This is an optimization exercise on Yosys and OpenROAD, whose aim is small area, not a production implementation. Where RTL was checked, it was by simulation tests only, not by an equivalence proof against the original. Power figures rest on the tool's default switching activity, not on a simulated workload.

## quartz
==> flow/design.v <==
package regfile_pkg;
  localparam int unsigned DEF_DATA_W = 32;
  localparam int unsigned DEF_ADDR_W = 5;
  typedef logic [DEF_ADDR_W-1:0] reg_addr_t;
  typedef logic [DEF_DATA_W-1:0] reg_data_t;
  localparam reg_addr_t REG_ZERO = '0;
endpackage
module regfile_rdport
#(
  parameter int unsigned DATA_W = regfile_pkg::DEF_DATA_W,
  parameter int unsigned ADDR_W = regfile_pkg::DEF_ADDR_W
) (
  input  logic [(2**ADDR_W)-1:1][DATA_W-1:0] mem,
  input  logic [(2**ADDR_W)-1:1]             busy,
  input  logic [ADDR_W-1:0]                  raddr,
  output logic [DATA_W-1:0]                  rdata,
  output logic                               rbusy
);
  always_comb begin
    rdata = '0;
    rbusy = 1'b0;
    for (int r = 1; r < 2**ADDR_W; r++) begin
      rdata = rdata | ({DATA_W{raddr == ADDR_W'(r)}} & mem[r]);
      rbusy = rbusy | ((raddr == ADDR_W'(r)) & busy[r]);
    end
  end
endmodule
module regfile_sb
#(
  parameter int unsigned DATA_W = regfile_pkg::DEF_DATA_W,
  parameter int unsigned ADDR_W = regfile_pkg::DEF_ADDR_W,
  parameter int unsigned NUM_RD = 2,
  parameter int unsigned CNT_W  = ADDR_W + 1
) (
  input  logic                     clk,
  input  logic                     rst,
  input  logic                     we,
  input  logic [ADDR_W-1:0]        waddr,
  input  logic [DATA_W-1:0]        wdata,
  input  logic [NUM_RD*ADDR_W-1:0] raddr,
  output logic [NUM_RD*DATA_W-1:0] rdata,
  output logic [NUM_RD-1:0]        rbusy,
  input  logic                     issue_valid,
  input  logic [ADDR_W-1:0]        issue_dst,
  input  logic                     flush,
  output logic [CNT_W-1:0]         pend_cnt,
  output logic                     any_busy
);
  localparam int unsigned DEPTH = 2**ADDR_W;
  logic [DEPTH-1:1][DATA_W-1:0] memQ;
  logic [DEPTH-1:1]             busyQ, busyD;
  logic [DEPTH-1:1]             rowEn;
  logic [DATA_W-1:0]            rowData;
  logic [CNT_W-1:0]             cntQ, cntD;
  logic                         wrHit, setHit;
  assign wrHit  = we && (waddr != ADDR_W'(regfile_pkg::REG_ZERO));
  assign setHit = issue_valid && (issue_dst != ADDR_W'(regfile_pkg::REG_ZERO));
  assign rowData = rst ? '0 : wdata;
  for (genvar r = 1; r < DEPTH; r++) begin : g_row
    assign rowEn[r] = rst || (we && (waddr == ADDR_W'(r)));
    always_ff @(posedge clk) begin
      if (rowEn[r]) memQ[r] <= rowData;
    end
  end
  always_comb begin
    busyD = busyQ;
    if (flush) begin
      busyD = '0;
    end else begin
      for (int r = 1; r < DEPTH; r++) begin
        if (we && (waddr == ADDR_W'(r)))              busyD[r] = 1'b0;
        if (issue_valid && (issue_dst == ADDR_W'(r))) busyD[r] = 1'b1;
      end
    end
  end
  always_comb begin
    cntD = cntQ;
    if (flush) begin
      cntD = '0;
    end else begin
      if (setHit && !busyQ[issue_dst]) cntD = cntD + CNT_W'(1);
      if (wrHit && busyQ[waddr] && !(setHit && (issue_dst == waddr))) cntD = cntD - CNT_W'(1);
    end
  end
  always_ff @(posedge clk) begin
    if (rst) begin
      busyQ <= '0;
      cntQ  <= '0;
    end else begin
      busyQ <= busyD;
      cntQ  <= cntD;
    end
  end
  assign pend_cnt = cntQ;
  assign any_busy = (cntQ != '0);
  for (genvar i = 0; i < NUM_RD; i++) begin : g_rd
    regfile_rdport #(
      .DATA_W(DATA_W),
      .ADDR_W(ADDR_W)
    ) u_rdport (
      .mem    (memQ),
      .busy   (busyQ),
      .raddr  (raddr[i*ADDR_W +: ADDR_W]),
      .rdata  (rdata[i*DATA_W +: DATA_W]),
      .rbusy  (rbusy[i])
    );
  end
endmodule
clock: 7.0 ns
lec_check: 0
cap_margin: 20
core_margin: 2
core_utilization: 40
slew_margin: 20
run.sh (not shown) runs the stock make flow with config.mk's settings and CLKGATE_MAP_FILE= SYNTH_SCRIPT=/design/flow/synth_recipe.tcl, a recipe that flattens the netlist after the stock synthesis.
For indigo, these inputs were changed with respect to quartz:
diff --git a/flow/design.v b/flow/design.v
--- a/flow/design.v
+++ b/flow/design.v
@@ -11,17 +11,15 @@
   parameter int unsigned ADDR_W = regfile_pkg::DEF_ADDR_W
 ) (
-  input  logic [(2**ADDR_W)-1:1][DATA_W-1:0] mem,
-  input  logic [(2**ADDR_W)-1:1]             busy,
+  input  logic [(2**ADDR_W)-1:0][DATA_W-1:0] mem,
+  input  logic [(2**ADDR_W)-1:0]             busy,
   input  logic [ADDR_W-1:0]                  raddr,
   output logic [DATA_W-1:0]                  rdata,
   output logic                               rbusy
 );
+  logic isZero;
   always_comb begin
-    rdata = '0;
-    rbusy = 1'b0;
-    for (int r = 1; r < 2**ADDR_W; r++) begin
-      rdata = rdata | ({DATA_W{raddr == ADDR_W'(r)}} & mem[r]);
-      rbusy = rbusy | ((raddr == ADDR_W'(r)) & busy[r]);
-    end
+    isZero = (raddr == ADDR_W'(regfile_pkg::REG_ZERO));
+    rdata  = isZero ? '0 : mem[raddr];
+    rbusy  = isZero ? 1'b0 : busy[raddr];
   end
 endmodule
@@ -48,19 +46,10 @@
 );
   localparam int unsigned DEPTH = 2**ADDR_W;
-  logic [DEPTH-1:1][DATA_W-1:0] memQ;
-  logic [DEPTH-1:1]             busyQ, busyD;
-  logic [DEPTH-1:1]             rowEn;
-  logic [DATA_W-1:0]            rowData;
+  logic [DEPTH-1:0][DATA_W-1:0] memQ;
+  logic [DEPTH-1:0]             busyQ, busyD;
   logic [CNT_W-1:0]             cntQ, cntD;
   logic                         wrHit, setHit;
   assign wrHit  = we && (waddr != ADDR_W'(regfile_pkg::REG_ZERO));
   assign setHit = issue_valid && (issue_dst != ADDR_W'(regfile_pkg::REG_ZERO));
-  assign rowData = rst ? '0 : wdata;
-  for (genvar r = 1; r < DEPTH; r++) begin : g_row
-    assign rowEn[r] = rst || (we && (waddr == ADDR_W'(r)));
-    always_ff @(posedge clk) begin
-      if (rowEn[r]) memQ[r] <= rowData;
-    end
-  end
   always_comb begin
     busyD = busyQ;
@@ -68,8 +57,6 @@
       busyD = '0;
     end else begin
-      for (int r = 1; r < DEPTH; r++) begin
-        if (we && (waddr == ADDR_W'(r)))              busyD[r] = 1'b0;
-        if (issue_valid && (issue_dst == ADDR_W'(r))) busyD[r] = 1'b1;
-      end
+      if (wrHit)  busyD[waddr]     = 1'b0;
+      if (setHit) busyD[issue_dst] = 1'b1;
     end
   end
@@ -85,7 +72,9 @@
   always_ff @(posedge clk) begin
     if (rst) begin
+      memQ  <= '0;
       busyQ <= '0;
       cntQ  <= '0;
     end else begin
+      if (wrHit) memQ[waddr] <= wdata;
       busyQ <= busyD;
       cntQ  <= cntD;
- quartz: flow completed, timing, DRC and antenna clean
- indigo: done, clean on timing, DRC and antenna
- Changes observed in indigo relative to quartz: fraction of the mapped netlist area in compound gates decreased 11 points, sum of net half-perimeters after detailed placement went down by 990 um, final design area excluding fillers moved up, total CTS buffers increased by about 6.6% relative to the old numbers.
- Measured against each other, quartz and indigo differ in clock tree buffer count of the final layout, the higher figure coming from indigo.
- ~same worst endpoint required time in quartz and indigo
- Cmp quartz and indigo / proportion of power drawn by the clock network / lower: quartz
No functional check of the RTL was part of quartz.

static timing again, ports no longer ideal:
How much do the figures lean on ideal ports? The routed layouts below were timed once more, with nothing changed but the port constraints.
Step 1, drivers: a clkbuf_16 drives clk and a buf_2 each remaining input, both assumed.
Step 2 adds t to the input delays and takes it off the output delays; t is the mean of the earliest and latest rising clock arrival at the registers after step 1. Input paths then give back, and output paths get back, about the clock's delay inside the block.
Slacks: ideal / step 1 / step 2; pairs: ideal / step 1.
run	t, ns	setup WS [ns]	worst register clock-pin slew, ns
quartz	0.767	0.427 / 0.381 / 0.381	0.07 / 0.07
indigo	0.819	0.884 / 0.816 / 0.738	0.07 / 0.07
After both steps every run listed still meets setup and hold. For indigo, which loses most, drivers alone change the setup slack by -0.068 ns; drivers and shift together by -0.146 ns.
